Context: an optimization exercise on an open-source flow, tuned for small area. The choices shown serve that exercise and are no tape-out recipe. The RTL was checked by simulation tests, not by an equivalence proof against the original design. Power and IR drop assume default switching activity.

rev 12:
Design nmea_rmc_sentence_parser_top, start of the top module:
module nmea_rmc_sentence_parser_top (
  input  logic        clk,
  input  logic        rst_n,
  input  logic        cfg_we,
  input  logic [1:0]  cfg_index,
  input  logic [7:0]  cfg_wdata,
  input  logic        in_push,
  output logic        in_full,
  input  logic [7:0]  in_rx_byte,
  output logic        out_empty,
  input  logic        out_pop,
  output logic        out_valid_res,
  output logic [6:0]  out_utc_hour,
  output logic [6:0]  out_utc_minute,
  output logic [6:0]  out_utc_second,
  output logic [6:0]  out_day_of_month,
  output logic [6:0]  out_month_number,
  output logic [11:0] out_full_year,
  output logic [7:0]  out_fix_status,
  output logic [26:0] out_latitude_micro_deg,
  output logic [29:0] out_longitude_micro_deg,
  output logic [15:0] out_hemispheres,
  output logic [3:0]  out_speed_digit
);
Size: about 2700 cells after synthesis, ~160 I/O pins, roughly 0.037 mm2 of cells after synthesis.
Settings: LEC_CHECK=0, ABC_AREA=1, CAP_MARGIN=20, CORE_MARGIN=2, CORE_UTILIZATION=40, SLEW_MARGIN=20; clock period 10.0 ns.
standard.sh (not shown) runs the stock make flow with config.mk's settings and CLKGATE_MAP_FILE= SYNTH_SCRIPT=/design/flow/synth_recipe.tcl, a recipe that flattens the netlist after the stock synthesis.
==> flow/flow/run.sh <==
#!/bin/bash
# Standard ORFS layout with three changes:
#  - after the standard synthesis, the combinational logic is mapped again by ABC with an
#    area-oriented script (flow/reopt.tcl, flow/reopt.abc); the sequential cells, their names
#    and cell types are left as the standard synthesis made them;
#  - the port buffers use the smallest buffer cell;
#  - clock tree synthesis uses larger sink clusters and no dummy loads.
# Each tool's output goes to a log file of its own in this folder (flow_*.log).
set -euo pipefail
HERE=$(pwd)
export BUFFER_PORTS_ARGS="-buffer_cell sky130_fd_sc_hd__buf_1"
export CTS_ARGS="-sink_clustering_enable -repair_clock_nets -dont_use_dummy_load -buf_list sky130_fd_sc_hd__clkbuf_16 -sink_clustering_size 25 -sink_clustering_max_diameter 80"

bash standard.sh synth > "$HERE/flow_1_synth.log" 2>&1

R="$HERE/orfs/results/$FLOW_PLATFORM/nmea_rmc_sentence_parser_top/base"
LIB="$FLOW_HOME/platforms/$FLOW_PLATFORM/lib/sky130_fd_sc_hd__tt_025C_1v80.lib"
cp "$R/1_2_yosys.v" "$R/1_2_yosys_std.v"
python3 "$HERE/flow/gen_models.py" "$LIB" > "$HERE/cell_models.v" 2> "$HERE/flow_2_models.log"
DONT_USE=$(sed -n '/^export DONT_USE_CELLS += /,/^#/p' "$FLOW_HOME/platforms/$FLOW_PLATFORM/config.mk" \
  | grep -o "sky130_fd_sc_hd__[a-z0-9_]*" | tr '\n' ' ')
YOSYS=$(command -v yosys || echo "$FLOW_HOME/../tools/install/yosys/bin/yosys")
REOPT_LIB="$LIB" REOPT_IN="$R/1_2_yosys_std.v" REOPT_OUT="$R/1_2_yosys_reopt.v" \
REOPT_TOP="$FLOW_TOP" REOPT_SCRIPT="$HERE/flow/reopt.abc" REOPT_MODELS="$HERE/cell_models.v" \
REOPT_DONT_USE="$DONT_USE" REOPT_CONSTR="$HERE/abc.constr" \
  "$YOSYS" -c "$HERE/flow/reopt.tcl" > "$HERE/flow_3_reopt.log" 2>&1
cp "$R/1_2_yosys_reopt.v" "$R/1_2_yosys.v"
rm -f "$R/1_synth.odb" "$R/1_synth.sdc"

bash standard.sh > "$HERE/flow_4_layout.log" 2>&1
==> flow/flow/reopt.abc <==
strash
ifraig
dc2
strash
dch -f
amap
strash
dch -f
amap
topo
buffer -c
dnsize -c
==> flow/flow/reopt.tcl <==
# Re-map the combinational logic of the standard synthesis netlist for area. Sequential cells
# stay as they are, with their names and cell types; combinational cells are expanded from
# their liberty functions (REOPT_MODELS) and mapped again by ABC (REOPT_SCRIPT), with the same
# driving cell and load assumptions as the standard synthesis.
set lib $::env(REOPT_LIB)
yosys read_liberty -lib $lib
yosys read_verilog $::env(REOPT_IN)
yosys hierarchy -top $::env(REOPT_TOP)
yosys techmap -map $::env(REOPT_MODELS)
yosys techmap
yosys opt -fast -purge
yosys stat -liberty $lib
set du {}
foreach c $::env(REOPT_DONT_USE) { lappend du -dont_use $c }
set f [open $::env(REOPT_CONSTR) w]
puts $f "set_driving_cell sky130_fd_sc_hd__buf_1"
puts $f "set_load 5"
close $f
yosys abc -liberty $lib {*}$du -script $::env(REOPT_SCRIPT) -constr $::env(REOPT_CONSTR) -D 10000
yosys splitnets
yosys opt_clean -purge
yosys hilomap -singleton -hicell sky130_fd_sc_hd__conb_1 HI -locell sky130_fd_sc_hd__conb_1 LO
yosys insbuf -buf sky130_fd_sc_hd__buf_4 A X
yosys check -assert -mapped
yosys stat -liberty $lib
yosys write_verilog -noattr -nohex -nodec $::env(REOPT_OUT)
Other scripts of this flow, unchanged in this note and not shown: flow/flow/gen_models.py
Inputs modified between rev 12 and rev 13:
--- a/flow/flow/run.sh
+++ b/flow/flow/run.sh
@@ -24,3 +24,3 @@
 REOPT_TOP="$FLOW_TOP" REOPT_SCRIPT="$HERE/flow/reopt.abc" REOPT_MODELS="$HERE/cell_models.v" \
-REOPT_DONT_USE="$DONT_USE" REOPT_CONSTR="$HERE/abc.constr" \
+REOPT_DONT_USE="$DONT_USE" \
   "$YOSYS" -c "$HERE/flow/reopt.tcl" > "$HERE/flow_3_reopt.log" 2>&1
==> flow/flow/reopt.abc <==
strash
&get -n
&deepsyn -T 30
&put
dch -f
amap
topo
--- a/flow/flow/reopt.tcl
+++ b/flow/flow/reopt.tcl
@@ -2,4 +2,3 @@
 # stay as they are, with their names and cell types; combinational cells are expanded from
-# their liberty functions (REOPT_MODELS) and mapped again by ABC (REOPT_SCRIPT), with the same
-# driving cell and load assumptions as the standard synthesis.
+# their liberty functions (REOPT_MODELS) and mapped again by ABC (REOPT_SCRIPT).
 set lib $::env(REOPT_LIB)
@@ -14,7 +13,3 @@
 foreach c $::env(REOPT_DONT_USE) { lappend du -dont_use $c }
-set f [open $::env(REOPT_CONSTR) w]
-puts $f "set_driving_cell sky130_fd_sc_hd__buf_1"
-puts $f "set_load 5"
-close $f
-yosys abc -liberty $lib {*}$du -script $::env(REOPT_SCRIPT) -constr $::env(REOPT_CONSTR) -D 10000
+yosys abc -liberty $lib {*}$du -script $::env(REOPT_SCRIPT)
 yosys splitnets
Of rev 13 and rev 12, the higher switching component of the power belongs to rev 12.
Taking rev 12 as the reference, in rev 13 final cycle utilization of the critical path went up, met2 track demand over resource up 4.3 points.
Compared with rev 12, in rev 13 core occupancy in the finished layout increased by 2.1 points relative to the old numbers; global routing usage on met3 now sits higher.
Combinational power share ends up lower on rev 13.
When rev 13 is set beside rev 12, its synthesized area turns out to be 1.8% smaller.
Delta(fraction of area in registers, rev 13 - rev 12) < 0

==> port drivers added, routing unchanged <==
How much do the figures lean on ideal ports? The routed layouts below were timed once more, with nothing changed but the port constraints. Step 1 assumes that a clkbuf_16 drives the clock port and a buf_2 every other input. Step 2 times the ports against the registers' clock, not the clock port: input delays grow and output delays shrink by t, the midpoint of the rising clock arrivals with the driver on. Three values: ideal ports, drivers, drivers and shift; two values: the first two.
| run | t (ns) | slack for setup (ns) | hold slack, ns | clock arrival spread, ns |
|---|---|---|---|---|
| rev 12 | 0.664 | 1.044 / 1.085 / 0.420 | 0.383 / 0.383 / 0.383 | 0.058 / 0.059 |
| rev 13 | 0.679 | 0.514 / 0.555 / -0.125 | 0.410 / 0.410 / 0.410 | 0.055 / 0.055 |
Met with ideal ports but missed after step 2: setup timing in rev 13. For rev 13, which loses most, drivers alone change the setup slack by +0.041 ns; drivers and shift together by -0.639 ns.
